Source: an optimization exercise on an open RTL-to-GDS flow (aim: small area and a short achievable clock period). Production flows keep margins and buffers that such runs may drop.
The RTL was checked by simulation tests, not by an equivalence proof against the original design.

## flow/design.v (module list and top-level ports; edited modules follow where they fit)
// module aes_g_nand3: 3 lines
// module aes_g_nand4: 3 lines
// module aes_g_xor2: 3 lines
// module aes_g_xnor2: 3 lines
// module aes_g_nand2: 3 lines
// module aes_g_nor2: 3 lines
// module aes_g_and2: 3 lines
// module aes_g_or2: 3 lines
// module aes_g_inv: 3 lines
// module aes_g_mux2: 3 lines
// module aes_g_mux2i: 3 lines
// module aes_gf4_inv: 22 lines
// module aes_sbox_lane: 239 lines
// module aes_sbox_lane_s: 233 lines
// module aes_mix_column: 267 lines
// module aes_column_mixer: 16 lines
// module aes_round_core: 166 lines
module aes_round_core (
	input logic i_clk,
	input logic i_rst,
	input logic i_valid,
	input logic i_decrypt,
	input logic i_skip_mix,
	input aes_gf_pkg::aes_state_t i_state,
	output logic o_valid,
	output aes_gf_pkg::aes_state_t o_state
);
  // ...
==> flow/flow/run.sh <==
#!/bin/bash
# The standard layout (the standard.sh, all ORFS steps unchanged), except
# that buffer_ports uses buf_1 cells for the input and output port buffers
# instead of the delay buffer it picks by default; repair still resizes them.
set -e
export BUFFER_PORTS_ARGS="-buffer_cell sky130_fd_sc_hd__buf_1"
bash standard.sh > standard.log 2>&1
==> flow/standard.sh <==
#!/bin/bash
# synth_recipe.tcl (not shown) runs the flow's synth.tcl, then flattens the netlist and writes it again
# the make line also repeats each setting of config.mk as NAME=value (left out here)
make -C /OpenROAD-flow-scripts/flow DESIGN_CONFIG=/design/flow/config.mk WORK_HOME=/design/flow/orfs CLKGATE_MAP_FILE= SYNTH_SCRIPT=/design/flow/synth_recipe.tcl "${@:-finish}"
==> flow/config.mk <==
export PLATFORM = sky130hd
export DESIGN_NAME = aes_round_core
export DESIGN_NICKNAME = aes_round_core
export VERILOG_FILES = /design/flow/design.v
export SDC_FILE = /design/flow/constraint.sdc
export NUM_CORES = 4
export LEC_CHECK = 0
export CAP_MARGIN = 20
export CORE_MARGIN = 2
export CORE_UTILIZATION = 40
export SETUP_SLACK_MARGIN = 3.0
export SLEW_MARGIN = 20
export SYNTH_HIERARCHICAL = 1
==> flow/constraint.sdc <==
create_clock -name core_clock -period 5.5 [get_ports {i_clk}]
set_input_delay 1.1000 -clock core_clock [delete_from_list [all_inputs] [get_ports {i_clk}]]
set_output_delay 1.1000 -clock core_clock [all_outputs]
set_load 0.01 [all_outputs]
==> impl_metrics.py, run 1 <==
metrics = {
    "logic_synthesis": {
        "synth_edf_count": 0,
        "synth-seq-cells": 586,
        "synth_nets": 4800,
        "yosysTopAreaCell": "xor2_1",
        "synth_most_common_cell": "xor2_1",
        "synth.area.mux_share_pct": 6.015,
        "synthSimpleGateAreaFrac_pct": 9.703,
    },
    "cells_and_area": {
        "multi_input_area_share_pct": 63.62,
        "layout_common_cells": "xor2_1, nand2_1, xnor2_1",
        "seq_cells": 586,
        "clock_buffers": 90,
        "mostFrequentLayoutCell": "xor2_1",
        "finalNetCount": 5069,
        "largest_cell_class": "multi-input combinational cells",
    },
    "global_route": {
        "grt_antenna_before_repair": 1,
        "grt_use_met3_pct": 2.767,
        "gr-total-overflow": 0,
    },
    "detailed_routing": {
        "routed_wl_um": 94680,
        "drc_errors": 0,
        "drtIter0Drc": 1309,
    },
    "clock_tree": {
        "clock-sinks": 586,
        "h-tree-depth": 3,
        "cts_resized": 39,
        "clock_path_buffers": 3,
    },
    "sta": {
        "slew_headroom_pct": 43.42,
        "slew_violations": 0,
        "rsz0062_at_grt": "true",
        "tightest_slew_ps": 848.7,
        "finClkSkew_ps": 27.57,
    },
    "worst_hold_path": {
        "holdCritPathClass": "flip-flop to flip-flop",
        "min_delay_path_depth": 0,
    },
    "floorplan": {
        "die_x_um": 330.4,
        "boundaryPins": 262,
        "core_mm2": 0.1054,
        "start_util_pct": 40.42,
    },
    "worst_setup_path": {
        "r2r-end": "o_state[99]$_DFF_P_",
    },
    "status": {
        "status": "finished clean",
    },
}
==> run 2: changes to the inputs <==
--- a/flow/config.mk
+++ b/flow/config.mk
@@ -8,5 +8,6 @@
 export CAP_MARGIN = 20
 export CORE_MARGIN = 2
-export CORE_UTILIZATION = 40
+export CORE_UTILIZATION = 55
+export PLACE_DENSITY = 0.65
 export SETUP_SLACK_MARGIN = 3.0
 export SLEW_MARGIN = 20
==> run 2 against run 1 <==
Still clean. Utilization up 16 points. Die area shrank 27%. Fmax down 2.4%. Clock-buffer cell count increased by 8. Setup slack got worse by 58 ps. Critical path type unchanged. Critical endpoint is now u_lane4.o_q[5]$_DFF_P_. Highest routed layer unchanged.
==> impl_metrics.py, run 2 <==
metrics = {
    "clock_tree": {
        "clk_latency_ps": 610,
        "h-tree-depth": 3,
        "clock-sinks": 586,
        "cts_tree": "yes",
        "clock_path_buffers": 3,
        "ctsHoldBuffers": 0,
        "root_buffer": "clkbuf_16",
        "path_clk_slew_ps": 60,
        "cts_buffers": 70,
    },
    "global_route": {
        "grt_antenna_before_repair": 6,
        "gr-total-overflow": 0,
        "grt_use_met3_pct": 3.163,
        "grtUsageMet1_pct": 29.86,
        "grt_max_degree": 87,
        "grt_pass1_vias": 27360,
        "grtUsageMet2_pct": 34.91,
        "grt-busiest-layer": "met2",
        "grt_pass1_wl_um": 140200,
        "track_usage_pct": 21.55,
    },
    "sta": {
        "min_period_over_period_pct": 45.19,
        "hold_violations": 0,
        "finalSetupTns_ps": 0,
        "rsz0062_at_grt": "true",
        "setup_violations": 0,
        "finClkSkew_ps": 28.85,
        "tightest_slew_ps": 962.4,
        "slew_violations": 0,
        "fmaxAchievable_mhz": 402.4,
        "slew_headroom_pct": 35.84,
        "hold_ws_ps": 324.0,
        "period_needed_ps": 2485,
    },
    "logic_synthesis": {
        "ys.warnings.count": 9,
        "synthTopCellsByCount": "xor2_1, nand2_1, xnor2_1",
        "async_flop_share_pct": 0,
        "synth_edf_count": 0,
        "synth_nets": 4800,
        "synth_area_mm2": 0.04260,
        "synthDominantCellAreaShare_pct": 41.61,
        "synth_cell_types": 12,
        "synth-seq-cells": 586,
        "ys_top_cells_by_area": "xor2_1, dfxtp_1, xnor2_1",
        "yosysTopAreaCell": "xor2_1",
        "yosysSeqAreaShare_pct": 27.54,
        "synth_flop_cell": "dfxtp_1",
        "synth_cells": 4667,
        "syn_avg_cell_area_um2": 9.129,
        "synth_most_common_cell": "xor2_1",
    },
    "worst_setup_path": {
        "arrival_ps": 2920,
        "start_kind": "flip-flop",
        "crit_chain": "xor2_1 -> xor2_1 -> nand2_1 -> xor2_4 -> xor2_4 -> xor2_1 -> xnor2_1 -> mux2i_1",
        "slowest_stage": "dfxtp_1",
        "endpoint_kind": "flip-flop",
        "cp_common_cell": "xor2_1",
        "cp.required_ps": 5940,
        "critPathMaxFanout": 5,
        "worstSetupPathType": "flip-flop to flip-flop",
        "max_stage_delay_ps": 410,
    },
    "detailed_routing": {
        "via_per_inst": 4.755,
        "wl_per_cell_um": 14.81,
        "drtIter0Drc": 1171,
        "drt_first_pass_iters": 7,
        "vias": 28720,
        "drc_errors": 0,
        "routed_wl_um": 89470,
        "final_antenna_net_count": 0,
    },
    "floorplan": {
        "die_y_um": 282.3,
        "design.die.area_mm2": 0.07970,
        "start_util_pct": 55.27,
        "die_x_um": 282.3,
        "core_mm2": 0.07708,
        "boundaryPins": 262,
        "rows": 102,
    },
    "place": {
        "hpwl_um": 68730,
        "port_buffers": 261,
        "dpl_cell_area_mm2": 0.04403,
        "gp_congestion": 0.8499,
    },
    "worst_hold_path": {
        "holdCritPathClass": "flip-flop to flip-flop",
    },
    "cells_and_area": {
        "mostFrequentLayoutCell": "xor2_1",
        "regMostFlops": "o_state",
        "finalNetCount": 5077,
        "final_cell_area_mm2": 0.04839,
        "largest_reg_flops": 128,
        "area_growth_pct": 13.59,
        "layout-drive-gt1-share_pct": 6.884,
        "layout_common_cells": "xor2_1, nand2_1, xnor2_1",
    },
    "status": {
        "status": "finished clean",
    },
    "run": {
        "cap_violations": 0,
    },
}
## run 2: cell counts after synthesis
No cell type changed its count.
## run 2: cell families (layout without fill, tap and decap cells)
kind of cell	after synthesis	count (layout)	synth area share, %
and+or+nand+nor	1000	1000	9.703
other	0	2	0
muxes	256	256	6.015
buffers and inverters	209	539	2.969
xor gates and xnor gates	2616	2616	53.78
DFF	586	586	27.54
## run 2: per-module statistics from Yosys (local to each module, per instance), a selection
module	cells inside	cell area (um^2)	copies in the design
aes_g_nor2	1	3.754	64
aes_g_inv	1	3.754	80
aes_mix_column	64	520.5	4
aes_g_xnor2	1	8.758	464
aes_g_nand3	1	5.005	96
aes_g_mux2i	1	10.01	256
aes_g_nand2	1	3.754	736
aes_sbox_lane	28	560.5	8
aes_g_and2	1	6.256	4
## run 2: stage by stage
step | std cells | setup WS (ps) | util, %
after floorplan | 4667 | 3008 | -
after global placement | 5846 | 2650 | 57.12
after detailed placement | 5846 | 2612 | 57.12
after CTS | 5976 | 2959 | 60.64
after global routing | 6039 | 2912 | 62.78
final | 6039 | 3015 | 62.78
## run 2: path summary, 6_finish.rpt
check | startpoint | end | slack, ps | cells after the start
setup / recovery | u_lane4.d_r[2]$_DFF_P_ | u_lane4.o_q[5]$_DFF_P_ | 3010 | 8
hold / removal | dec_d[1]$_DFF_P_ | dec_d[2]$_DFF_P_ | 320 | 0
setup reg to reg | u_lane4.d_r[2]$_DFF_P_ | u_lane4.o_q[5]$_DFF_P_ | 3010 | 8
hold reg to reg | dec_d[1]$_DFF_P_ | dec_d[2]$_DFF_P_ | 320 | 0
## run 2: final cells by class
class	instances	area, um^2
diodes	2	5.005
clock buffers	98	2031
clock inverters	27	321.6
fillers	6686	28690
inverters	81	307.8
multi-input cells	3872	31150
flip-flops and latches	586	11740
well taps	1040	1301
repair buffers	333	1540
## run 2: critical path: cells and delay by family (launching register included)
kind | cells | cell delay (ps)
xor gates and xnor gates | 6 | 1660
DFF | 1 | 410
muxes | 1 | 100
and+or+nand+nor | 1 | 170
## run 2: what timing repair did
action / CTS / global route
setup endpoints to repair: 81 / 157
resized for setup: 38 / 146
pin swaps: 4 / 42
buffers inserted: 5 / 61
## run 2: per-layer routing
layer | wire length (um) | vias to the layer above
li1 | - | 14910
met1 | 43030 | 13290
met2 | 41090 | 415
met3 | 3583 | 99
met4 | 1710 | 8
met5 | 51 | -

## what the ideal ports hide
The flow's constraints put no driver on any port. The routed layouts listed below were extracted and timed again, unchanged, in two steps.
Step 1, drivers: a clkbuf_16 drives i_clk and a buf_2 each remaining input, both assumed.
Step 2, shift: input delay + t, output delay - t, t = (earliest + latest rising clock arrival at the registers) / 2. This alone moves slack from input paths to output paths.
a / b / c = ideal / step 1 / step 2; a / b = the first two.
run	t (ns)	setup WS [ns]	worst hold slack (ns)	worst setup path after step 2	worst data-port slew with drivers (ns)
run 1	0.680	3.073 / 3.064 / 2.803	0.324 / 0.324 / 0.324	input to register	0.10
run 2	0.669	3.015 / 3.015 / 2.598	0.324 / 0.324 / 0.324	input to register	0.09
After both steps every run listed still meets setup and hold. For run 2, which loses most, drivers alone change the setup slack by 0.000 ns; drivers and shift together by -0.417 ns.
